Source: an optimization exercise on an open RTL-to-GDS flow (aim: small area, a short achievable clock period and few clock cycles per item). Production flows keep margins and buffers that such runs may drop. The RTL was checked by simulation tests, not by an equivalence proof against the original design.

<file path="design/flow/design.v">
package mlcg_pkg;
    localparam int unsigned VAL_W = 31;
    localparam int unsigned CNT_W = 4;
    localparam int unsigned MAX_CATEGORIES = 8;
    localparam logic [1:0] FUNC_UNIFORM = 2'd0;
    localparam logic [1:0] FUNC_CATEG = 2'd1;
    localparam logic [1:0] FUNC_BERN = 2'd2;
    localparam logic [1:0] FUNC_LOAD = 2'd3;
    localparam logic [1:0] REG_SEED = 2'd0;
    localparam logic [1:0] REG_THRESH = 2'd1;
    localparam logic [1:0] REG_COUNT = 2'd2;
    localparam logic [VAL_W-1:0] NEXT_OF_ONE = 31'd16807;
endpackage
module mlcg_wram (
    input  logic              aclk,
    input  logic              we,
    input  logic [2:0]        waddr,
    input  logic [30:0]       wdata,
    output logic [8*31-1:0]   w_flat
);
    for (genvar k = 0; k < 8; k++) begin : g_word
        logic [30:0] word;
        always_ff @(posedge aclk) begin
            if (we && waddr == 3'(k)) begin
                word <= wdata;
            end
        end
        assign w_flat[31*k +: 31] = word;
    end
endmodule
module mlcg_step (
    input  logic [30:0] x,
    output logic [30:0] y
);
    logic [30:0] t0, t1, t2, t3, t4, t5;
    logic [30:0] s1, c1, s2, c2, s3, c3, s4, c4;
    logic [30:0] m1, m2, m3, m4;
    logic [31:0] inc;
    logic        eac;
    assign t0 = {x[16:0], x[30:17]};
    assign t1 = {x[21:0], x[30:22]};
    assign t2 = ~{x[23:0], x[30:24]};
    assign t3 = {x[25:0], x[30:26]};
    assign t4 = {x[27:0], x[30:28]};
    assign t5 = ~x;
    assign s1 = t0 ^ t1 ^ t2;
    assign m1 = (t0 & t1) | (t0 & t2) | (t1 & t2);
    assign c1 = {m1[29:0], m1[30]};
    assign s2 = t3 ^ t4 ^ t5;
    assign m2 = (t3 & t4) | (t3 & t5) | (t4 & t5);
    assign c2 = {m2[29:0], m2[30]};
    assign s3 = s1 ^ c1 ^ s2;
    assign m3 = (s1 & c1) | (s1 & s2) | (c1 & s2);
    assign c3 = {m3[29:0], m3[30]};
    assign s4 = s3 ^ c3 ^ c2;
    assign m4 = (s3 & c3) | (s3 & c2) | (c3 & c2);
    assign c4 = {m4[29:0], m4[30]};
    assign inc = {1'b0, s4} + {1'b0, c4} + 32'd1;
    assign eac = inc[31];
    assign y   = s4 + c4 + {30'd0, eac};
endmodule
module mlcg_catsel (
    input  logic [30:0]      x,
    input  logic [8*31-1:0]  w_flat,
    input  logic [3:0]       count,
    output logic [3:0]       cat
);
    logic [31:0] ps [8];
    logic [31:0] pc [8];
    logic [31:0] nw [8];
    logic [31:0] mj [8];
    logic [31:0] dsum [8];
    logic [7:0]  ge, lt;
    logic [3:0]  n;
    assign n = (count > 4'd8) ? 4'd8 : count;
    always_comb begin
        for (int k = 0; k < 8; k++) begin
            nw[k] = ~{1'b0, w_flat[31*k +: 31]};
        end
        ps[0] = {1'b0, x};
        pc[0] = nw[0];
        mj[0] = '0;
        for (int k = 1; k < 8; k++) begin
            ps[k] = ps[k-1] ^ pc[k-1] ^ nw[k];
            mj[k] = (ps[k-1] & pc[k-1]) | (ps[k-1] & nw[k]) | (pc[k-1] & nw[k]);
            pc[k] = {mj[k][30:0], 1'b1};
        end
        for (int k = 0; k < 8; k++) begin
            dsum[k] = ps[k] + pc[k];
            ge[k]   = ~dsum[k][31];
        end
        lt[0] = ge[0] && (n > 4'd0);
        for (int k = 1; k < 8; k++) begin
            lt[k] = lt[k-1] && ge[k] && (n > 4'(k));
        end
        cat = 4'd1;
        for (int k = 0; k < 8; k++) begin
            if (lt[k]) cat = 4'(k + 2);
        end
    end
endmodule
module minimal_standard_lcg_sampler (
    input  logic                        aclk,
    input  logic                        aresetn,
    input  logic                        psel,
    input  logic                        penable,
    input  logic                        pwrite,
    input  logic [3:0]                  paddr,
    input  logic [31:0]                 pwdata,
    output logic [31:0]                 prdata,
    output logic                        pready,
    input  logic                        s_valid,
    output logic                        s_ready,
    input  logic [1:0]                  s_func,
    input  logic [2:0]                  s_entry_index,
    input  logic [mlcg_pkg::VAL_W-1:0]  s_weight_value,
    output logic                        m_valid,
    input  logic                        m_ready,
    output logic [mlcg_pkg::VAL_W-1:0]  m_random_value,
    output logic [3:0]                  m_category,
    output logic                        m_flag
);
    logic [30:0]     seed_reg, thresh_reg;
    logic [3:0]      count_reg;
    logic            cfg_we, seed_we;
    logic [1:0]      reg_idx;
    logic [30:0]     x_reg, nx_reg, nx_step;
    logic            nx_stale;
    logic            m_valid_reg, m_flag_reg;
    logic [3:0]      m_cat_reg, cat;
    logic            accept, step, load;
    logic [8*31-1:0] w_flat;
    assign pready  = 1'b1;
    assign reg_idx = paddr[3:2];
    assign cfg_we  = psel && penable && pwrite;
    assign seed_we = cfg_we && (reg_idx == mlcg_pkg::REG_SEED);
    always_ff @(posedge aclk) begin
        if (!aresetn) begin
            seed_reg   <= 31'd1;
            thresh_reg <= '0;
            count_reg  <= '0;
        end else if (cfg_we) begin
            case (reg_idx)
                mlcg_pkg::REG_SEED:   seed_reg   <= pwdata[30:0];
                mlcg_pkg::REG_THRESH: thresh_reg <= pwdata[30:0];
                mlcg_pkg::REG_COUNT:  count_reg  <= pwdata[3:0];
                default: ;
            endcase
        end
    end
    always_comb begin
        case (reg_idx)
            mlcg_pkg::REG_SEED:   prdata = {1'b0, seed_reg};
            mlcg_pkg::REG_THRESH: prdata = {1'b0, thresh_reg};
            mlcg_pkg::REG_COUNT:  prdata = {28'd0, count_reg};
            default:              prdata = '0;
        endcase
    end
    assign s_ready = (!m_valid_reg || m_ready) && !nx_stale;
    assign accept  = s_valid && s_ready;
    assign step    = accept && (s_func != mlcg_pkg::FUNC_LOAD);
    assign load    = accept && (s_func == mlcg_pkg::FUNC_LOAD);
    mlcg_step u_step (
        .x (nx_reg),
        .y (nx_step)
    );
    always_ff @(posedge aclk) begin
        if (!aresetn) begin
            x_reg    <= 31'd1;
            nx_reg   <= mlcg_pkg::NEXT_OF_ONE;
            nx_stale <= 1'b0;
        end else if (seed_we) begin
            x_reg    <= pwdata[30:0];
            nx_reg   <= pwdata[30:0];
            nx_stale <= 1'b1;
        end else if (nx_stale) begin
            nx_reg   <= nx_step;
            nx_stale <= 1'b0;
        end else if (step) begin
            x_reg    <= nx_reg;
            nx_reg   <= nx_step;
        end
    end
    mlcg_wram u_wram (
        .aclk   (aclk),
        .we     (load),
        .waddr  (s_entry_index),
        .wdata  (s_weight_value),
        .w_flat (w_flat)
    );
    mlcg_catsel u_cat (
        .x      (nx_reg),
        .w_flat (w_flat),
        .count  (count_reg),
        .cat    (cat)
    );
    always_ff @(posedge aclk) begin
        if (!aresetn) begin
            m_valid_reg <= 1'b0;
        end else begin
            m_valid_reg <= accept || (m_valid_reg && !m_ready);
        end
        if (accept) begin
            m_cat_reg  <= (s_func == mlcg_pkg::FUNC_CATEG) ? cat : 4'd0;
            m_flag_reg <= (s_func == mlcg_pkg::FUNC_BERN) && (nx_reg <= thresh_reg);
        end
    end
    assign m_valid        = m_valid_reg;
    assign m_random_value = x_reg;
    assign m_category     = m_cat_reg;
    assign m_flag         = m_flag_reg;
endmodule
</file>
<file path="design/flow/run.sh">
#!/bin/bash
# synth_recipe.tcl (not shown) runs the flow's synth.tcl, then flattens the netlist and writes it again
# the make line also repeats each setting of config.mk as NAME=value (left out here)
make -C /OpenROAD-flow-scripts/flow DESIGN_CONFIG=/design/flow/config.mk WORK_HOME=/design/flow/orfs CLKGATE_MAP_FILE= SYNTH_SCRIPT=/design/flow/synth_recipe.tcl finish
</file>
<file path="design/flow/config.mk">
export PLATFORM = sky130hd
export DESIGN_NAME = minimal_standard_lcg_sampler
export DESIGN_NICKNAME = minimal_standard_lcg_sampler
export VERILOG_FILES = /design/flow/design.v
export SDC_FILE = /design/flow/constraint.sdc
export NUM_CORES = 4
export LEC_CHECK = 0
export CAP_MARGIN = 20
export CORE_MARGIN = 2
export CORE_UTILIZATION = 40
export SLEW_MARGIN = 20
</file>
<file path="design/flow/constraint.sdc">
create_clock -name core_clock -period 8.0 [get_ports {aclk}]
set_input_delay 1.6000 -clock core_clock [delete_from_list [all_inputs] [get_ports {aclk}]]
set_output_delay 1.6000 -clock core_clock [all_outputs]
set_load 0.01 [all_outputs]
</file>
==> notes.md <==
[cells by family after synthesis]
family / count (synthesis)
simple gates: 496
flops: 383
xor+xnor: 34
fa+ha+maj: 646
mux: 59
buf+inv: 728
compound gates: 499
other cells: 2
[layout by cell type (no fill, tap or decap), types with 15 or more instances in the layout]
| cell | Yosys | layout |
|---|---|---|
| sky130_fd_sc_hd__nor2_1 | 82 | 76 |
| sky130_fd_sc_hd__xnor2_1 | 18 | 18 |
| sky130_fd_sc_hd__a21o_1 | 34 | 34 |
| sky130_fd_sc_hd__a21boi_0 | 64 | 64 |
| sky130_fd_sc_hd__inv_1 | 672 | 672 |
| sky130_fd_sc_hd__buf_4 | 2 | 65 |
| sky130_fd_sc_hd__nand3_1 | 24 | 24 |
| sky130_fd_sc_hd__a31oi_1 | 27 | 27 |
| sky130_fd_sc_hd__nor3_1 | 19 | 15 |
| sky130_fd_sc_hd__edfxtp_1 | 253 | 253 |
| sky130_fd_sc_hd__o21ai_0 | 116 | 116 |
| sky130_fd_sc_hd__nand4_1 | 34 | 34 |
| sky130_fd_sc_hd__ha_1 | 309 | 309 |
| sky130_fd_sc_hd__dfxtp_1 | 130 | 129 |
| sky130_fd_sc_hd__o211ai_1 | 23 | 23 |
| sky130_fd_sc_hd__clkdlybuf4s50_1 | 0 | 142 |
| sky130_fd_sc_hd__nor2b_1 | 18 | 18 |
| sky130_fd_sc_hd__a211oi_1 | 17 | 17 |
| sky130_fd_sc_hd__and2_1 | 26 | 26 |
| sky130_fd_sc_hd__fa_1 | 337 | 337 |
| sky130_fd_sc_hd__clkbuf_16 | 0 | 50 |
| sky130_fd_sc_hd__nand2_1 | 245 | 244 |
| sky130_fd_sc_hd__mux2i_1 | 58 | 58 |
| sky130_fd_sc_hd__a21oi_1 | 128 | 128 |
[worst register-to-register path, stage by stage, from the launching register on]
cell and delay, ns:
sky130_fd_sc_hd__dfxtp_1 0.81, sky130_fd_sc_hd__fa_1 0.54, sky130_fd_sc_hd__inv_1 0.08, sky130_fd_sc_hd__fa_1 0.45, sky130_fd_sc_hd__fa_1 0.49, sky130_fd_sc_hd__ha_1 0.38, sky130_fd_sc_hd__nor2b_1 0.18, sky130_fd_sc_hd__o21bai_1 0.20
sky130_fd_sc_hd__o41ai_1 0.45, sky130_fd_sc_hd__o21ai_0 0.30, sky130_fd_sc_hd__a21oi_1 0.22, sky130_fd_sc_hd__o21ai_0 0.20, sky130_fd_sc_hd__fa_1 0.50, sky130_fd_sc_hd__fa_1 0.43, sky130_fd_sc_hd__a211oi_1 0.39, sky130_fd_sc_hd__o211ai_1 0.23
sky130_fd_sc_hd__nand4_1 0.21, sky130_fd_sc_hd__buf_4 0.14, sky130_fd_sc_hd__a21oi_1 0.07, sky130_fd_sc_hd__o21ai_1 0.35, sky130_fd_sc_hd__o21ai_0 0.24, sky130_fd_sc_hd__a31oi_1 0.25, sky130_fd_sc_hd__xor2_1 0.12, sky130_fd_sc_hd__a221oi_1 0.27
[stage by stage]
stage / cell area, µm² / std cells / util, % / hold slack, ns
after CTS: 34400 / 4053 / 46.3 / 0.463
after global routing: 34400 / 4053 / 46.3 / 0.484
after global placement: 32900 / 3968 / 44.3 / 0.449
final: 34400 / 4053 / 46.3 / 0.464
after floorplan: 30000 / 2847 / - / 0.440
after detailed placement: 32900 / 3968 / 44.3 / 0.456
[synth_stat cells (all sizes together) (20+ instances only)]
cell    instances
fa            337
a21boi         64
o211ai         23
and2           26
nor3           20
nand2         245
nand3          25
nand4          34
inv           672
o21ai         118
nor2           82
clkbuf         50
edfxtp        253
a21oi         128
a21o           34
mux2i          58
a31oi          27
dfxtp         130
ha            309
[final cells by class]
cell class	instances	area (µm²)
well taps	969	1210
multi-input cells	1736	17100
inverters	672	2520
fillers	6953	39900
clock inverters	25	189
repair buffers	208	1910
flip-flops and latches	383	10200
clock buffers	60	1310
[metal layers]
metal,global-route usage [%],vias up,part of all wire [%]
met1,28.3,10357,45
li1,-,9768,-
met3,3.09,88,5.4
met5,0,-,0.020
met4,4.37,2,1.7
met2,35.4,472,48
[worst max-delay path by stage]
stage | start | endpoint | slack (ns) | depth (start not counted)
6_report | nx_reg[19] | nx_reg[22] | 0.44 | 23
5_1_grt | nx_reg[23] | nx_reg[30] | 0.06 | 28
4_1_cts | nx_reg[18] | nx_reg[30] | 0.38 | 23
3_5_place_dp | nx_reg[18] | nx_reg[30] | 0.42 | 23
3_3_place_gp | nx_reg[18] | nx_reg[30] | 0.52 | 27
2_1_floorplan | nx_reg[4] | nx_reg[30] | 1.63 | 24
==> out/metrics.yaml <==
synthesis:
  synth_xor_area_share_pct: 1.12
  synthDistinctLibCells: 67
  synth_simple_gate_area_share_pct: 7.59
  netlist.top_cell.by_area: "sky130_fd_sc_hd__edfxtp_1"
  synth_compound_gate_area_share_pct: 10.7
  syn-cell-area_mm2: 0.0300
  synth_fa_ha_area_share_pct: 35.4
  synth_ff_type: "sky130_fd_sc_hd__edfxtp_1"
  muxShareOfSynthArea_pct: 1.98
  cells_after_synth: 2847
  yosys_warnings: 8
  synth_top_family_by_area: "adder cells"
  synth_sequential_area_ratio_pct: 34.0
  mappedNetlistNets: 3572
  postSynthRegisterBits: 383
  syn_area_per_cell_um2: 10.5
  synthTopCellsByArea: "sky130_fd_sc_hd__edfxtp_1 25%, sky130_fd_sc_hd__fa_1 23%, sky130_fd_sc_hd__ha_1 13%, sky130_fd_sc_hd__dfxtp_1 8.7%, sky130_fd_sc_hd__inv_1 8.4%"
  number_of_enable_flip_flop_cells_after_synthesis: 253
  synthDominantCellAreaShare_pct: 25.4
  asyncSetResetFlopFracSynth_pct: 0
critical_path:
  worstReg2RegStart: "nx_reg[19]"
  worstPathArrival_ns: 8.05
  rr_worst_depth: 23
  rrSetupSlack_ns: 0.44
  slowest_cell_on_the_critical_path: "sky130_fd_sc_hd__dfxtp_1"
  timing.critical_path.max_delay_family: "compound AO/OA/AOI/OAI gates"
  critPathRequiredTime_ns: 8.49
  worstPathBufferInverterCount: 2
  end_kind: "flip-flop"
  cp_cell_sequence: "fa_1 > inv_1 > fa_1 > fa_1 > ha_1 > nor2b_1 > o21bai_1 > o41ai_1 > o21ai_0 > a21oi_1 > o21ai_0 > fa_1 > fa_1 > a211oi_1 > o211ai_1 > nand4_1 > buf_4 > a21oi_1 > o21ai_1 > o21ai_0 > a31oi_1 > xor2_1 > a221oi_1"
  crit_path_start_kind: "flip-flop"
  cpMostUsedCell: "sky130_fd_sc_hd__fa_1"
  cp_slowest_stage_delay_ns: 0.81
  critPathMaxFanout: 10
  r2r_end: "nx_reg[22]"
  worstSetupPathType: "flip-flop to flip-flop"
floorplan:
  floorplan.die_area_mm2: 0.0771
  chipHeight_um: 278
  design.portCount: 150
  die_w_um: 278
  floorplan.initialDensity_pct: 40.3
  number_of_rows_in_the_core_area: 100
  placeableCoreArea_mm2: 0.0743
placement:
  gp_congestion: 0.887
  preCtsSetupSlack_ns: 0.421
  io_buffers: 144
  dp_hpwl_um: 63700
clocking:
  clk-insertion-delay-late_ns: 0.59
  cts-buffers-inserted: 47
  number_of_buffers_inserted_to_repair_setup_after_cts: 0
  clock_tree_root_driver_cell: "sky130_fd_sc_hd__clkbuf_16"
  cts.clk_slew.worst_paths_ns: 0.06
  tritoncts: "built"
  hold_buffers: 0
  cts.repair.resized: 0
  cts_htree_levels: 2
  cts.sink_count: 383
  clockBufferDepth: 3
min_path:
  holdCritStartpoint: "seed_reg[17]"
  worstHoldEndpoint: "seed_reg[17]"
  min_path_cells: 2
  timing.hold.worst.class: "flip-flop to flip-flop"
routing:
  avgViaCountPerCell: 5.10
  drt_pass1_iterations: 6
  num_vias: 20687
  drtAntennaViolNets: 0
  drt_iter0_drc: 1396
  drc_errors: 0
  detail_route.wirelength_um: 78500
  wire_length_per_cell_after_detailed_routing_um: 19.4
timing:
  fmax_mhz: 132
  final.period_utilization_pct: 94.5
  worst-slew-pin-transition_ns: 1.06
  timing.setup.tns_ns: 0
  timing.final.crit_period_ns: 7.56
  hold_violations: 0
  timing.clock.skew_ns: 0.0192
  final.setup.worst_slack_ns: 0.438
  timing.max_slew.rel_slack_pct: 29.6
  rsz0062_at_grt: "false"
  max_slew_violation_count: 0
  final_setup_violations: 0
final_layout:
  drive_above_1_share_pct: 5.19
  num_antenna_cells: 0
  nNetsFinal: 3773
  register_containing_the_most_flip_flops_in_the_final_layout: "u_wram.g_word.word"
  flip_flop_count_of_the_largest_register_after_layout: 248
  areaGrowthSynthToFinish_pct: 14.9
global_routing:
  grt_max_degree: 102
  track_usage_pct: 20.8
  global_route_wire_length_before_repair_um: 125000
  first_global_vias: 22144
  grt_antenna_before_repair: 2
  globalRoute.totalOverflow: 0
status:
  result_of_the_run: "complete, no violations"
job:
  maxCapViolCount: 0
Testbench counts, summed over its fixed seeds: cycles 16,032, items 16,000.

re-timing with driven ports:
The results above use ideal ports. As a check the final layout listed here was re-extracted and re-timed, cells and wires unchanged. Step 1 sets driving cells, clkbuf_16 on the clock port and buf_2 on the other inputs (assumed; they add their load-dependent delay and slew). Step 2 moves the port delays by t, midway between the first and last clock arrival at a register: inputs arrive t later, outputs are due t later. That takes back most of the time a late clock gives input paths. Three values: no drivers, after step 1, after step 2; two values: the first two.
t (ns): 0.645
setup WS [ns]: 0.438 / 0.438 / 0.438
latest minus earliest clock arrival (ns): 0.023 / 0.024
After both steps this run still meets setup and hold. For this run, drivers alone change the setup slack by 0.000 ns; drivers and shift together by 0.000 ns.
